What follows belongs to an exercise in optimizing a design on an open flow for small area, a short achievable clock period and few clock cycles per item; a production flow would make more cautious choices. RTL that was checked went through simulation tests only; none was proved equivalent to the original. Power figures rest on the tool's default switching activity, not on a simulated workload.

== 03-25 ==
## div_top
module div_top
(
  input  logic        CLK,
  input  logic        RST_N,
  input  logic        in_valid,
  output logic        in_ready,
  input  logic [31:0] in_a,
  input  logic [31:0] in_b,
  input  logic [1:0]  in_op,
  output logic        r_valid,
  input  logic        r_ready,
  output logic [31:0] r_data
);
Size in the first run: about 2700 flip-flops, ~89000 um2 of cells after synthesis.
==> flow/config.mk <==
export PLATFORM = sky130hd
export DESIGN_NAME = div_top
export DESIGN_NICKNAME = div_top
export VERILOG_FILES = /design/flow/design.v
export SDC_FILE = /design/flow/constraint.sdc
export NUM_CORES = 4
export LEC_CHECK = 0
export CAP_MARGIN = 20
export CORE_MARGIN = 2
export CORE_UTILIZATION = 40
export SETUP_SLACK_MARGIN = 3.4
export SLEW_MARGIN = 20
==> flow/constraint.sdc <==
create_clock -name core_clock -period 7.0 [get_ports {CLK}]
set_input_delay 1.4000 -clock core_clock [delete_from_list [all_inputs] [get_ports {CLK}]]
set_output_delay 1.4000 -clock core_clock [all_outputs]
set_load 0.01 [all_outputs]
run.sh (not shown) runs the stock make flow with config.mk's settings and CLKGATE_MAP_FILE= SYNTH_SCRIPT=/design/flow/synth_recipe.tcl, a recipe that flattens the netlist after the stock synthesis.
Modified inputs, 03-01 compared to 03-25
# 03-25
export LEC_CHECK = 0
export CAP_MARGIN = 20
export CORE_MARGIN = 2
export CORE_UTILIZATION = 40
export SETUP_SLACK_MARGIN = 3.4
export SLEW_MARGIN = 20
create_clock -name core_clock -period 7.0 [get_ports {CLK}]
# 03-01
export LEC_CHECK = 0
export CAP_MARGIN = 20
export CORE_MARGIN = 2
export CORE_UTILIZATION = 40
export SETUP_SLACK_MARGIN = 3.8
export SLEW_MARGIN = 20
create_clock -name core_clock -period 7.0 [get_ports {CLK}]
--- outcome ---
- 03-01 vs 03-25, launching element of the worst setup path: u_stage27.next_divisor[2]$_DFF_P_ vs u_stage24.next_dq[31]$_DFF_P_
- Looking at worst slack after detailed placement, 03-01 sits 0.32 ns below 03-25.
- Sort 03-25 and 03-01 by clock network fraction of total power, ascending, and 03-01 comes first.
- Of 03-25 and 03-01, 03-01 shows the lower total inserted antenna cells, with 03-25 above it.
- Instance count along the most critical hold path: 03-01 vs 03-25 identical
- 03-01 gives more clock-buffer cell count than 03-25 did.
- The final reports for 03-01 and 03-25 show final design instance area without fill higher in the former.
- Going from 03-25 to 03-01, number of buffers created by CTS grew by more than 10%.
- 03-01 does better than 03-25 on first-pass GRT wire length.
- 03-01 finished all stages; the layout is clean.
- On power per cell area, 03-25 and 03-01 are neck and neck.
- Leakage dissipation went up by a few percent going from 03-25 to 03-01.
No functional check of the RTL was part of any run of this note.

---

Another version of the RTL of div_top (not shown whole).
For scale: about 2600 flip-flops, about 0.087 sq mm of cells after synthesis.
export LEC_CHECK = 0
export CAP_MARGIN = 20
export CORE_MARGIN = 2
export CORE_UTILIZATION = 40
export CTS_CLUSTER_DIAMETER = 100
export CTS_CLUSTER_SIZE = 32
export SETUP_SLACK_MARGIN = 3.3
export SLEW_MARGIN = 20
create_clock -name core_clock -period 7.0 [get_ports {CLK}]
The baseline ran to the end with no violations.
Testbench counts at the start, summed over its fixed seeds: cycles 9,848, items 9,600.
Next try:
Settings changed: CAP_MARGIN 20 to 5, CTS_CLUSTER_SIZE 32 to 28, SETUP_SLACK_MARGIN 3.3 to 3.6, SLEW_MARGIN 20 to 5.
Effect: The changed run went through all stages and came out clean. Non-clock buffer count climbs by 121. Total power increases by 3.5%. Routed wire length rose by 3.9%. Fmax went up by 9.4%. Via count went up by 1.5%.
Next try:
Settings changed: CAP_MARGIN 5 to 20, CTS_CLUSTER_SIZE 28 to 32, SETUP_SLACK_MARGIN 3.6 to 3.4, SLEW_MARGIN 5 to 20.
The changed run completed without violations.
Worst hold slack is worse by 8.1 ps.
Utilization came out lower by 0.95 points.
Die area is unchanged.
Global-route usage came out lower by 0.27 points.
Total power came out lower by about 3%.
Via count came out lower by about 1.2%.
Synthesized area is unchanged.
Routed wire length came out lower by 2.3%.
Synthesized cell count does not change.
Next try:
Settings changed: CAP_MARGIN 20 to 5, CTS_CLUSTER_SIZE 32 to 24, SETUP_SLACK_MARGIN 3.4 to 3.6, SLEW_MARGIN 20 to 5.
After rerunning:
- The new run completed without violations
- wire length goes up by a few percent
- cell area went up by a few percent
- clock power rises by roughly a tenth
- core utilization rises by 1.1 points
- clock-buffer cell count goes up by 28
- power goes up by a few percent
- worst setup slack improved by 150 ps
- critical path depth grows by 6

---

Another version of the RTL of div_top (not shown whole).
Size in the first run: roughly 7800 cells after synthesis, roughly 2500 flip-flops, about 86000 sq um of cells after synthesis.
make LEC_CHECK=0 CAP_MARGIN=20 CORE_MARGIN=2 CORE_UTILIZATION=40 CTS_CLUSTER_DIAMETER=100 CTS_CLUSTER_SIZE=32 SETUP_SLACK_MARGIN=3.6 SLEW_MARGIN=20 finish   # period 7.0 ns
Rerun with:
- SETUP_SLACK_MARGIN: 3.6 -> 3.8
Hold slack gets worse by 5.0 ps.
Clock power stays flat.
Routed wire length grows by 3.0%.
Cell area is higher by 2.4%.
Via count is higher by 1.2%.
Total power rose by 2.4%.
Sequential share of layout area went down by 1.2 points.
Clock skew rose by 3.0 ps.
Sequential power is about the same.
Final cell count came out higher by 0.89%.
Rerun with:
- PLACE_DENSITY: default -> 0.72
- SETUP_SLACK_MARGIN: 3.8 -> 3.6
Effect:
- clock skew falls by 12 ps
- setup slack gains 96 ps
- flip-flop and latch count is unchanged
Rerun with:
- PLACE_DENSITY: 0.72 -> default
- SETUP_SLACK_MARGIN: 3.6 -> 4.1
After rerunning: Die area stays the same; first-iteration DRC count shrinks by 22%; critical path depth is unchanged; flip-flop and latch count stays the same; setup slack gains 20 ps; power increases by 4.8%; final area rose by 7.8%; sequential share of layout area went down by 3.7 points.
Function was not checked in any run of this note: the RTL went through the layout flow alone.

---

Another version of the RTL of div_top (not shown whole).
Settings: LEC_CHECK=0, CAP_MARGIN=20, CORE_MARGIN=2, CORE_UTILIZATION=55, CTS_CLUSTER_DIAMETER=100, CTS_CLUSTER_SIZE=32, SETUP_SLACK_MARGIN=3.4, SLEW_MARGIN=20; clock period 7.0 ns.
The baseline finished clean.
Testbench counts at the start, summed over its fixed seeds: cycles 9,856, items 9,600.
==> next run, changes <==
Settings changed: CORE_UTILIZATION 55 to 40.
What happened:
- power barely changes
- setup slack is better by 0.026 ns
- worst hold slack is better by 0.027 ns
- sequential share of layout area went down by 0.44 points
- utilization went down by 16 points
- via count is about the same

---

div_top with an RTL version that a note above also has.
For scale: about 2700 flip-flops, ~100 I/O pins, about 0.089 mm2 of cells after synthesis.
export LEC_CHECK = 0
export CAP_MARGIN = 20
export CORE_MARGIN = 2
export CORE_UTILIZATION = 40
export CTS_BUF_LIST = sky130_fd_sc_hd__clkbuf_4 sky130_fd_sc_hd__clkbuf_8
export CTS_CLUSTER_SIZE = 30
export SETUP_SLACK_MARGIN = 3.4
export SLEW_MARGIN = 20
create_clock -name core_clock -period 7.0 [get_ports {CLK}]
The first run passed the timing, design-rule and antenna checks.
Change:
- CTS_BUF_LIST: sky130_fd_sc_hd__clkbuf_4 sky130_fd_sc_hd__clkbuf_8 -> not set
- CTS_CLUSTER_DIAMETER: not set -> 100
- CTS_CLUSTER_SIZE: 30 -> 28
Outcome: Core utilization is lower by 2.6 points. Wire length goes down by 3.2%. Final area fell by 5.4%. Synthesized cell count stays the same. Setup slack gets better by 6.2 ps. Global-route usage went down by 0.61 points. Register-to-register slack is about the same. Worst hold slack gets better by 11 ps. Clock power went down by 45%.
Function was not checked in any run of this note: the RTL went through the layout flow alone.

---

Setup of run A:
div_top with an RTL version that a note above also has.
For scale: roughly 7800 cells after synthesis, roughly 100 I/O pins, roughly 87000 µm² of cells after synthesis.
clock: 7.0 ns
lec_check: 0
cap_margin: 5
core_margin: 2
core_utilization: 40
cts_cluster_diameter: 100
cts_cluster_size: 32
setup_slack_margin: 3.5
slew_margin: 5
Testbench counts of run A, summed over its fixed seeds: cycles 9,848, items 9,600.
diff inputs: run A => run B
- an added TNS_END_PERCENT of 10
- a change of SETUP_SLACK_MARGIN from 3.5 to 3.6
- a change of SLEW_MARGIN from 5 to 20
- a change of CAP_MARGIN from 5 to 20
## What came out
- Between run B and run A, the proportion of power drawn by combinational gates does not differ in any meaningful way.
- Taking run A as the reference, in run B flip-flop and latch share of the layout cell area rose 0.30 points, via count about even, clock share of power fell 0.3 points, area growth from synthesis to layout fell 0.62 points, worst setup slack fell 160 ps.
- Delta (run B minus run A): number of antenna-violating nets in the routed design did not really move; measured slew at the worst slew-check pin went up.
Modified inputs, run C compared to run B
- SETUP_SLACK_MARGIN: 3.6 -> 3.7
- TNS_END_PERCENT: 10 -> unset
- Multi-input logic portion of the cell area: lower on run B
- For run B, the path type of the worst setup path was primary input to flop, unlike run C, where it was flop to flop.
- Measured against each other, run B and run C differ in setup slack, the higher figure coming from run C.
- Going from run B to run C, total chip power now larger, largest clock skew in the final design went up.
[inputs] run D vs run C
- SETUP_SLACK_MARGIN: 3.7 -> 3.6
Notes after the runs:
Taking run C over run D, the count of buffers added by post-CTS timing repair for setup ratio works out to 1.4. Measured against each other, run C and run D differ in met3 usage, the higher figure coming from run D. The lower aggregate routed wire length came out of run D.

---

## beta
div_top with an RTL version that a note above also has.
Size: roughly 2,600 flip-flops, roughly 100 I/O pins, roughly 97,000 um2 of cells after synthesis.
export LEC_CHECK = 0
export ABC_AREA = 1
export CAP_MARGIN = 20
export CORE_MARGIN = 2
export CORE_UTILIZATION = 40
export CTS_CLUSTER_DIAMETER = 100
export CTS_CLUSTER_SIZE = 32
export SETUP_SLACK_MARGIN = 3.4
export SLEW_MARGIN = 20
create_clock -name core_clock -period 7.0 [get_ports {CLK}]
Testbench counts of beta, summed over its fixed seeds: cycles 9,856, items 9,600.
The inputs of epsilon differ from those of beta as listed below.
- a deleted ABC_AREA that had been 1
- a change of CTS_CLUSTER_SIZE from 32 to 28
[summary]
Route | epsilon vs beta | wire shorter in epsilon. Termination of the worst setup path = r_data[2]: beta; termination of the worst setup path = u_operand_prep.slot_divisor[27]: epsilon. Lower overall global routing resource usage goes to epsilon over beta. Sequential share of layout area: epsilon higher than beta.

==> re-timing with driven ports <==
How much do the figures lean on ideal ports? The routed layouts below were timed once more, with nothing changed but the port constraints. Step 1 assumes that a clkbuf_16 drives the clock port and a buf_2 every other input. Step 2 times the ports against the registers' clock, not the clock port: input delays grow and output delays shrink by t, the midpoint of the rising clock arrivals with the driver on. Slacks: ideal ports / drivers / drivers and shift; pairs: ideal ports / drivers.
run | t, ns | setup WS [ns] | slew at the worst register clock pin (ns) | worst data-port slew with drivers (ns) | cell pins on the clock port's net
03-25 | 0.935 | 3.332 / 3.332 / 2.750 | 0.07 / 0.07 | 0.06 | 1
03-01 | 0.964 | 3.453 / 3.453 / 3.010 | 0.07 / 0.07 | 0.09 | 1
the first run of note 2 | 0.855 | 3.333 / 3.323 / 2.526 | 0.12 / 0.12 | 0.06 | 1
the second run of note 2 | 0.865 | 3.648 / 3.627 / 2.866 | 0.11 / 0.11 | 0.06 | 1
the third run of note 2 | 0.858 | 3.425 / 3.473 / 2.615 | 0.12 / 0.12 | 0.06 | 1
the fourth run of note 2 | 0.890 | 3.579 / 3.579 / 2.872 | 0.10 / 0.10 | 0.06 | 1
the first run of note 3 | 0.850 | 3.447 / 3.447 / 2.914 | 0.12 / 0.12 | 0.06 | 1
the second run of note 3 | 0.839 | 3.290 / 3.290 / 3.102 | 0.12 / 0.12 | 0.07 | 1
the third run of note 3 | 0.842 | 3.386 / 3.386 / 2.957 | 0.12 / 0.12 | 0.10 | 1
the fourth run of note 3 | 0.841 | 3.406 / 3.406 / 3.376 | 0.12 / 0.12 | 0.06 | 1
the first run of note 4 | 0.811 | 3.461 / 3.461 / 2.717 | 0.12 / 0.12 | 0.07 | 1
the second run of note 4 | 0.821 | 3.487 / 3.507 / 2.723 | 0.12 / 0.12 | 0.09 | 1
the first run of note 5 | 1.064 | 3.375 / 3.375 / 2.653 | 0.07 / 0.07 | 0.07 | 1
the second run of note 5 | 0.839 | 3.381 / 3.381 / 2.754 | 0.12 / 0.12 | 0.07 | 1
run A | 0.855 | 3.505 / 3.505 / 2.742 | 0.12 / 0.12 | 0.06 | 1
run B | 0.857 | 3.348 / 3.408 / 2.550 | 0.12 / 0.12 | 0.06 | 1
run C | 0.834 | 3.599 / 3.599 / 2.962 | 0.13 / 0.13 | 0.07 | 1
run D | 0.853 | 3.575 / 3.575 / 2.837 | 0.12 / 0.12 | 0.06 | 1
beta | 0.893 | 3.642 / 3.557 / 3.314 | 0.12 / 0.12 | 0.08 | 1
epsilon | 0.854 | 3.408 / 3.408 / 2.731 | 0.12 / 0.12 | 0.09 | 1
After both steps setup and hold are still met in every run listed. The setup slack of the third run of note 2, which loses most, moves by +0.048 ns with the drivers and by -0.810 ns with both steps.
